Background: an optimization exercise with open tools, aiming at small area and a short achievable clock period. Do not read the settings as production practice.
Only simulation tests tie the RTL to the original design; equivalence was not proved.

==> flow/design.v, too long to show whole: its modules and the start of the top module <==
// module synapse_decode: 388 lines
// module izh_step: 501 lines
// module izh_execute: 45 lines
// module spike_result: 66 lines
// module neuron_top: 62 lines
module neuron_top #(
    parameter int NEURON_INDEX = 1
) (
    input  logic        clk,
    input  logic        rst,
    input  logic        cfg_we,
    input  logic [5:0]  cfg_addr,
    input  logic [17:0] cfg_data,
    input  logic        axon_vld,
    input  logic [7:0]  axon_index,
    input  logic        nc_evaluate,
    input  logic        nc_reset,
    input  logic        nc_warmup,
    input  logic        out_granted,
    output logic        neur_output,
    output logic        out_pending,
    output logic [7:0]  out_bus,
    output logic [17:0] state_v,
    output logic [17:0] state_u
);
  // ...
==> flow/flow/run.sh <==
#!/bin/bash
# The standard layout, with timing repair aimed at a shorter period than the clock's
# (SETUP_SLACK_MARGIN) and drive-strength buffers on the ports.
set -euo pipefail
export SETUP_SLACK_MARGIN=14
export BUFFER_PORTS_ARGS="-buffer_cell sky130_fd_sc_hd__buf_2"
bash standard.sh > standard.log 2>&1
==> flow/standard.sh <==
#!/bin/bash
# synth_recipe.tcl (not shown) runs the flow's synth.tcl, then flattens the netlist and writes it again
# the make line also repeats each setting of config.mk as NAME=value (left out here)
make -C /OpenROAD-flow-scripts/flow DESIGN_CONFIG=/design/flow/config.mk WORK_HOME=/design/flow/orfs CLKGATE_MAP_FILE= SYNTH_SCRIPT=/design/flow/synth_recipe.tcl "${@:-finish}"
==> flow/config.mk <==
export PLATFORM = sky130hd
export DESIGN_NAME = neuron_top
export DESIGN_NICKNAME = neuron_top
export VERILOG_FILES = /design/flow/design.v
export SDC_FILE = /design/flow/constraint.sdc
export NUM_CORES = 4
export LEC_CHECK = 0
export CAP_MARGIN = 20
export CORE_MARGIN = 2
export CORE_UTILIZATION = 40
export CTS_CLUSTER_DIAMETER = 100
export CTS_CLUSTER_SIZE = 30
export SLEW_MARGIN = 20
==> flow/constraint.sdc <==
create_clock -name core_clock -period 24.0 [get_ports {clk}]
set_input_delay 4.8000 -clock core_clock [delete_from_list [all_inputs] [get_ports {clk}]]
set_output_delay 4.8000 -clock core_clock [all_outputs]
set_load 0.01 [all_outputs]
==> impl_metrics.yaml, run 1 <==
cells_and_area:
  buffers: 137
  seq_cells: 417
  inv_count: 450
  largest_reg_flops: 160
  clockBufferCount: 24
  seqCellArea_sq_mm: 0.00835
  top_register: "synapse_decode_i.table_i"
  n_antenna_cell: 0
yosys:
  syn_inst: 3565
  seq_area_frac_synth: 0.266
  synth_area_per_cell_sq_um: 8.81
global_route:
  grt_pass1_vias: 23053
  grt_first_pass_wirelength_mm: 135
detailed_routing:
  vias: 23245
  met2RoutedLength_mm: 41.9
  drt-total-wl_mm: 86.2
  drc: 0
  vias_per_cell: 5.08
  highest_layer: "met4"
run_status:
  status: "no timing/DRC/antenna violations"
setup_path:
  cp-endpoint: "neur_output"
  critPathMaxFanout: 2
  crit_slowest_cell: "buf_12"
  path_common_cell: "buf_12"
  ff2ff_path_depth: 40
clock_network:
  path_clk_slew_ns: 0.08
sta:
  rsz0062_at_grt: "yes"
  finClkSkew_ns: 0.0566
placed_design:
  dp_cells: 4521
  post_dp_cell_area_sq_mm: 0.0327
==> run 2: changes to the inputs <==
--- a/flow/config.mk
+++ b/flow/config.mk
@@ -10,3 +10,4 @@
 export CORE_UTILIZATION = 40
-export CTS_CLUSTER_DIAMETER = 100
+export CTS_BUF_LIST = sky130_fd_sc_hd__clkbuf_8 sky130_fd_sc_hd__clkbuf_16
+export CTS_CLUSTER_DIAMETER = 60
 export CTS_CLUSTER_SIZE = 30
==> run 2 against run 1 <==
Compared with the run above: sequential share of layout area shrank 0.46 points; critical path depth is the same; critical path type unchanged; worst hold slack got worse by 0.00062 ns; register-to-register slack about the same; maximum frequency hardly changed.
==> impl_metrics.yaml, run 2 <==
yosys:
  syn_inst: 3565
  synth_edf_count: 0
  synth_top_cell_area_share: 0.266
  synth_most_common_cell: "inv_1"
  synth_area_per_cell_sq_um: 8.81
  synth_area_sq_mm: 0.0314
  async_reset_ff_frac: 0
  yosysTopAreaCell: "dfxtp_1"
  ys_types: 74
  ys_top_cells_by_area: "dfxtp_1 (27%), fa_1 (23%), inv_1 (5.3%)"
  synth_warnings: 5
  seq_area_frac_synth: 0.266
  ys.flop_type: "dfxtp_1"
  synth_seq_cells: 417
  yosys-top-cells-count: "inv_1 (446), nand2_1 (428), dfxtp_1 (417)"
global_route:
  grt_usage: 0.215
  grt_max_degree: 144
  grt_first_pass_wirelength_mm: 136
  grt_pass1_vias: 23214
  gr-total-overflow: 0
  antenna_found_initial: 0
sta:
  tns_ns: 0
  slew_headroom: 0.282
  setup_viol: 0
  fin_crit_ns: 10.03
  hold_slack_ns: 0.458
  rsz0062_at_grt: "yes"
  max_freq_mhz: 99.7
  finClkSkew_ns: 0.0347
  hold_viol_final: 0
  slew_violations: 0
  tightest_slew_ns: 1.07
  fin_crit_sh: 0.418
detailed_routing:
  first_pass_iters: 5
  wl_per_cell_microns: 18.8
  vias: 23401
  drt-total-wl_mm: 86.7
  ant_nets: 0
  drtIter0Drc: 1532
  vias_per_cell: 5.07
  drc: 0
clock_network:
  numCtsBuffers: 37
  clk_latency_ns: 0.60
  path_clk_slew_ns: 0.07
  clockBufferDepth: 3
  root_buffer: "clkbuf_16"
  cts_htree_levels: 2
  cts_hold_buf: 0
  cts_tree: "yes"
  clock-sinks: 417
cells_and_area:
  nets: 4080
  reg_top3: "synapse_decode_i.table_i (160), synapse_decode_i.table_w (140)"
  largest_reg_flops: 160
  final_common_cell: "inv_1"
  final_cell_mix: "inv_1 (440), nand2_1 (427), dfxtp_1 (412)"
  n_antenna_cell: 0
  top_register: "synapse_decode_i.table_i"
  area_growth_pct: 9.71
  drive_above_1_share: 0.0792
setup_path:
  critPathMaxFanout: 2
  r2r_setup_slack_ns: 14.46
  crit_path_start_kind: "primary input"
  startpoint: "nc_evaluate"
  cp-endpoint: "neur_output"
  ff2ff_path_depth: 34
  crit_type: "primary input to output port"
  required_ns: 19.20
  end_kind: "output port"
  cp.arrival_ns: 5.23
  r2r-start: "izh_execute_i.q[8]"
  r2r-end: "izh_execute_i.u[16]"
floorplan:
  die-area_sq_mm: 0.0808
  num_rows: 102
  pin_count: 86
  die_x_microns: 284
  fp.dieH_microns: 284
  coreArea_sq_mm: 0.0776
  start_util: 0.405
run_status:
  status: "no timing/DRC/antenna violations"
placed_design:
  routabilityCongestion: 0.899
  portBuffers: 69
  dp_hpwl_mm: 60.3
flow_run:
  max_cap_viol_count: 0
min_path:
  hp-start: "synapse_decode_i.bias_current[5]"
  hold_path.class: "flip-flop to flip-flop"
-- run 2: cell counts after synthesis --
No cell type changed its count.
-- run 2: worst min-delay path by stage --
| stage | cells past startpoint | end |
|---|---|---|
| after global placement | 2 | izh_execute_i.q[15] |
| after detailed placement | 2 | izh_execute_i.q[15] |
| after floorplan | 2 | izh_execute_i.q[15] |
| final | 2 | synapse_decode_i.bias_current[5] |
| after global routing | 2 | synapse_decode_i.table_w[16][0] |
| after CTS | 2 | synapse_decode_i.bias_current[5] |
-- run 2: through the flow --
step                      std cells  setup WS (ns)  area (sq um)  utilization
after floorplan                3571          14.02         31500            -
after global placement         4521          12.83         32700        0.421
after detailed placement       4521          12.85         32700        0.421
after CTS                      4595          13.97         34200        0.441
after global routing           4613          13.95         34500        0.444
final                          4613          13.97         34500        0.444
-- run 2: final cells by class --
| type | instances | area (sq um) |
|---|---|---|
| clock inverters | 27 | 380 |
| multi-input cells | 2499 | 20800 |
| clock buffers | 39 | 965 |
| inverters | 450 | 1720 |
| repair buffers | 141 | 967 |
| fillers | 7741 | 43100 |
| well taps | 1040 | 1300 |
| flip-flops and latches | 417 | 8350 |
-- run 2: logic make-up after synthesis --
family                   count (synthesis)  synth area share
AND/OR/NAND/NOR                       1120             0.159
buffers and inverters                  655            0.0797
adder cells (fa/ha/maj)                494             0.283
flip-flops                             417             0.266
AO/OA/AOI/OAI                          394            0.0721
XOR/XNOR                               370             0.104
multiplexers                           114            0.0364
other                                    1          0.000119
-- run 2: what timing repair did --
item                       CTS  global route
pin swaps                    1             8
setup endpoints to repair   26             8
resized for setup           24            30
setup buffers                7            18
gates cloned                 1             0
-- run 2: layer usage --
layer | track usage | wire length (microns) | vias up | share of wire
met5 | 0 | 0 | - | 0
met4 | 0.0612 | 2590 | 0 | 0.030
met3 | 0.0301 | 4430 | 119 | 0.051
met2 | 0.359 | 41400 | 538 | 0.48
met1 | 0.290 | 38200 | 11500 | 0.44
li1 | - | - | 11244 | -
-- run 2: critical path, cell delays in order --
cell,delay [ns]
buf_12,0.10
buf_12,0.12
nand2_8,0.06
inv_8,0.03
buf_6,0.11
==> run 3: changes to the inputs <==
==> flow/run.sh (new file) <==
#!/bin/bash
# synth_recipe.tcl (not shown) runs the flow's synth.tcl, then flattens the netlist and writes it again
# the make line also repeats each setting of config.mk as NAME=value (left out here)
make -C /OpenROAD-flow-scripts/flow DESIGN_CONFIG=/design/flow/config.mk WORK_HOME=/design/flow/orfs CLKGATE_MAP_FILE= SYNTH_SCRIPT=/design/flow/synth_recipe.tcl finish
--- a/flow/config.mk
+++ b/flow/config.mk
@@ -10,5 +10,2 @@
 export CORE_UTILIZATION = 40
-export CTS_BUF_LIST = sky130_fd_sc_hd__clkbuf_8 sky130_fd_sc_hd__clkbuf_16
-export CTS_CLUSTER_DIAMETER = 60
-export CTS_CLUSTER_SIZE = 30
 export SLEW_MARGIN = 20
removed: flow/flow/run.sh
removed: flow/standard.sh
==> run 3 against run 2 <==
Compared with the run above: cell area up 0.64%; sequential share of layout area decreased by 0.17 points; register-to-register slack got worse by 0.96 ns; flip-flop and latch count stayed put; non-clock buffer count is 23 lower; clock skew grew 0.024 ns; critical endpoint unchanged.
==> impl_metrics.yaml, run 3 <==
sta:
  hold_viol_final: 0
  tns_ns: 0
  fin_crit_sh: 0.486
  rsz0062_at_grt: "no"
  setup_viol: 0
  slew_headroom: 0.252
  max_freq_mhz: 85.8
  slew_violations: 0
  fin_crit_ns: 11.66
  tightest_slew_ns: 1.12
  finClkSkew_ns: 0.0588
placed_design:
  portBuffers: 69
  dp_hpwl_mm: 60.3
  routabilityCongestion: 0.890
  dp_cells: 4524
yosys:
  ys_top_cells_by_area: "dfxtp_1 (27%), fa_1 (23%), inv_1 (5.3%)"
  ys.flop_type: "dfxtp_1"
  synth_most_common_cell: "inv_1"
  synth_warnings: 5
  synth_seq_cells: 417
  synth_edf_count: 0
  synth_area_per_cell_sq_um: 8.81
  async_reset_ff_frac: 0
  yosysTopAreaCell: "dfxtp_1"
  syn_inst: 3565
  yosys-top-cells-count: "inv_1 (446), nand2_1 (428), dfxtp_1 (417)"
  seq_area_frac_synth: 0.266
  synth_top_cell_area_share: 0.266
  ys_types: 74
  synth_area_sq_mm: 0.0314
detailed_routing:
  ant_nets: 0
  drtIter0Drc: 1730
  first_pass_iters: 7
  drc: 0
  vias: 23379
  wl_per_cell_microns: 18.8
  vias_per_cell: 5.07
  drt-total-wl_mm: 86.6
min_path:
  hold_path.class: "flip-flop to flip-flop"
floorplan:
  die_x_microns: 284
  pin_count: 86
  fp.dieH_microns: 284
  num_rows: 102
  start_util: 0.405
  die-area_sq_mm: 0.0808
  coreArea_sq_mm: 0.0776
clock_network:
  cts_htree_levels: 2
  cts_hold_buf: 0
  numCtsBuffers: 48
  cts_tree: "yes"
  clk_latency_ns: 0.63
  root_buffer: "clkbuf_16"
  post-cts-setup-buffer-count: 0
  clock-sinks: 417
  path_clk_slew_ns: 0.06
  clockBufferDepth: 3
  cts_resized: 0
cells_and_area:
  top_register: "synapse_decode_i.table_i"
  area_growth_pct: 10.4
  nets: 4068
  largest_reg_flops: 160
  final_common_cell: "inv_1"
  fill_cells: 7726
  final_cell_mix: "inv_1 (446), nand2_1 (428), dfxtp_1 (417)"
  final_cells: 4614
  reg_top3: "synapse_decode_i.table_i (160), synapse_decode_i.table_w (140)"
  drive_above_1_share: 0.0507
global_route:
  antenna_found_initial: 0
  gr-total-overflow: 0
  grt_pass1_vias: 23133
  grt_first_pass_wirelength_mm: 136
  grt_usage: 0.215
  grt_max_degree: 141
run_status:
  status: "no timing/DRC/antenna violations"
setup_path:
  crit_path_start_kind: "primary input"
  required_ns: 19.20
  r2r_setup_slack_ns: 13.50
  cp.arrival_ns: 6.86
  end_kind: "output port"
  crit_type: "primary input to output port"
  critPathMaxFanout: 13
flow_run:
  max_cap_viol_count: 0
run 3: final timing paths:
| kind | depth (start not counted) | endpoint | startpoint |
|---|---|---|---|
| max | 4 | neur_output | nc_evaluate |
| min | 2 | synapse_decode_i.bias_current[0] | synapse_decode_i.bias_current[0] |
| max reg2reg | 34 | izh_execute_i.u[15] | izh_execute_i.u[9] |
| min reg2reg | 2 | synapse_decode_i.bias_current[0] | synapse_decode_i.bias_current[0] |
run 3: logic make-up (layout without fill, tap and decap cells):
logic type,after synthesis,count (layout),share of synthesized area
and+or+nand+nor,1120,1120,0.159
buffers and inverters,655,657,0.0797
adders and majority gates,494,494,0.283
DFF,417,417,0.266
AOI/OAI and AO/OA,394,394,0.0721
xor gates and xnor gates,370,370,0.104
muxes,114,114,0.0364
other,1,8,0.000119
run 3: final cells by class:
cell class | count | area (sq um) | area share
antenna | 1 | 2.50 | 0.0000721
clock buffer | 69 | 1400 | 0.0404
clock inverter | 20 | 275 | 0.00793
inverter | 450 | 1690 | 0.0487
multi-input combinational | 2499 | 20700 | 0.595
sequential | 417 | 8350 | 0.241
tap | 1040 | 1300 | 0.0375
timing repair buffer | 118 | 1030 | 0.0296
run 3: stage by stage:
| step | util | setup slack, ns | hold WS (ns) | area (sq um) |
|---|---|---|---|---|
| 2_1_floorplan | - | 13.76 | 0.425 | 31400 |
| 3_3_place_gp | 0.425 | 12.29 | 0.442 | 33000 |
| 3_5_place_dp | 0.425 | 12.31 | 0.447 | 33000 |
| 4_1_cts | 0.447 | 12.30 | 0.459 | 34700 |
| 5_1_grt | 0.447 | 12.25 | 0.477 | 34700 |
| 6_report | 0.447 | 12.34 | 0.456 | 34700 |
run 3: critical path, cell delays in order:
cell	delay [ns]
clkdlybuf4s50_1	0.68
nand2_1	0.26
inv_1	0.46
clkdlybuf4s50_1	0.66
run 3: per-layer routing:
layer  vias to the layer above  part of all wire  global-route usage
met5                         -                 0                   0
met2                       543              0.48               0.366
li1                      11228                 -                   -
met3                       108             0.048              0.0273
met4                         0             0.020              0.0455
met1                     11500              0.45               0.292

## static timing again, ports no longer ideal
The results above use ideal ports. As a check the final layouts listed here were re-extracted and re-timed, cells and wires unchanged.
Step 1 assumes that a clkbuf_16 drives the clock port and a buf_2 every other input.
Step 2 moves the port delays by t, midway between the first and last clock arrival at a register: inputs arrive t later, outputs are due t later. That takes back most of the time a late clock gives input paths.
Three values: ideal ports, drivers, drivers and shift; two values: the first two.
| run | shift t [ns] | setup WS [ns] | worst register clock-pin slew, ns |
|---|---|---|---|
| run 1 | 0.644 | 13.972 / 13.926 / 13.926 | 0.12 / 0.12 |
| run 2 | 0.649 | 13.974 / 13.928 / 13.928 | 0.10 / 0.10 |
| run 3 | 0.662 | 12.342 / 12.311 / 12.311 | 0.07 / 0.07 |
After both steps setup and hold are still met in every run listed.
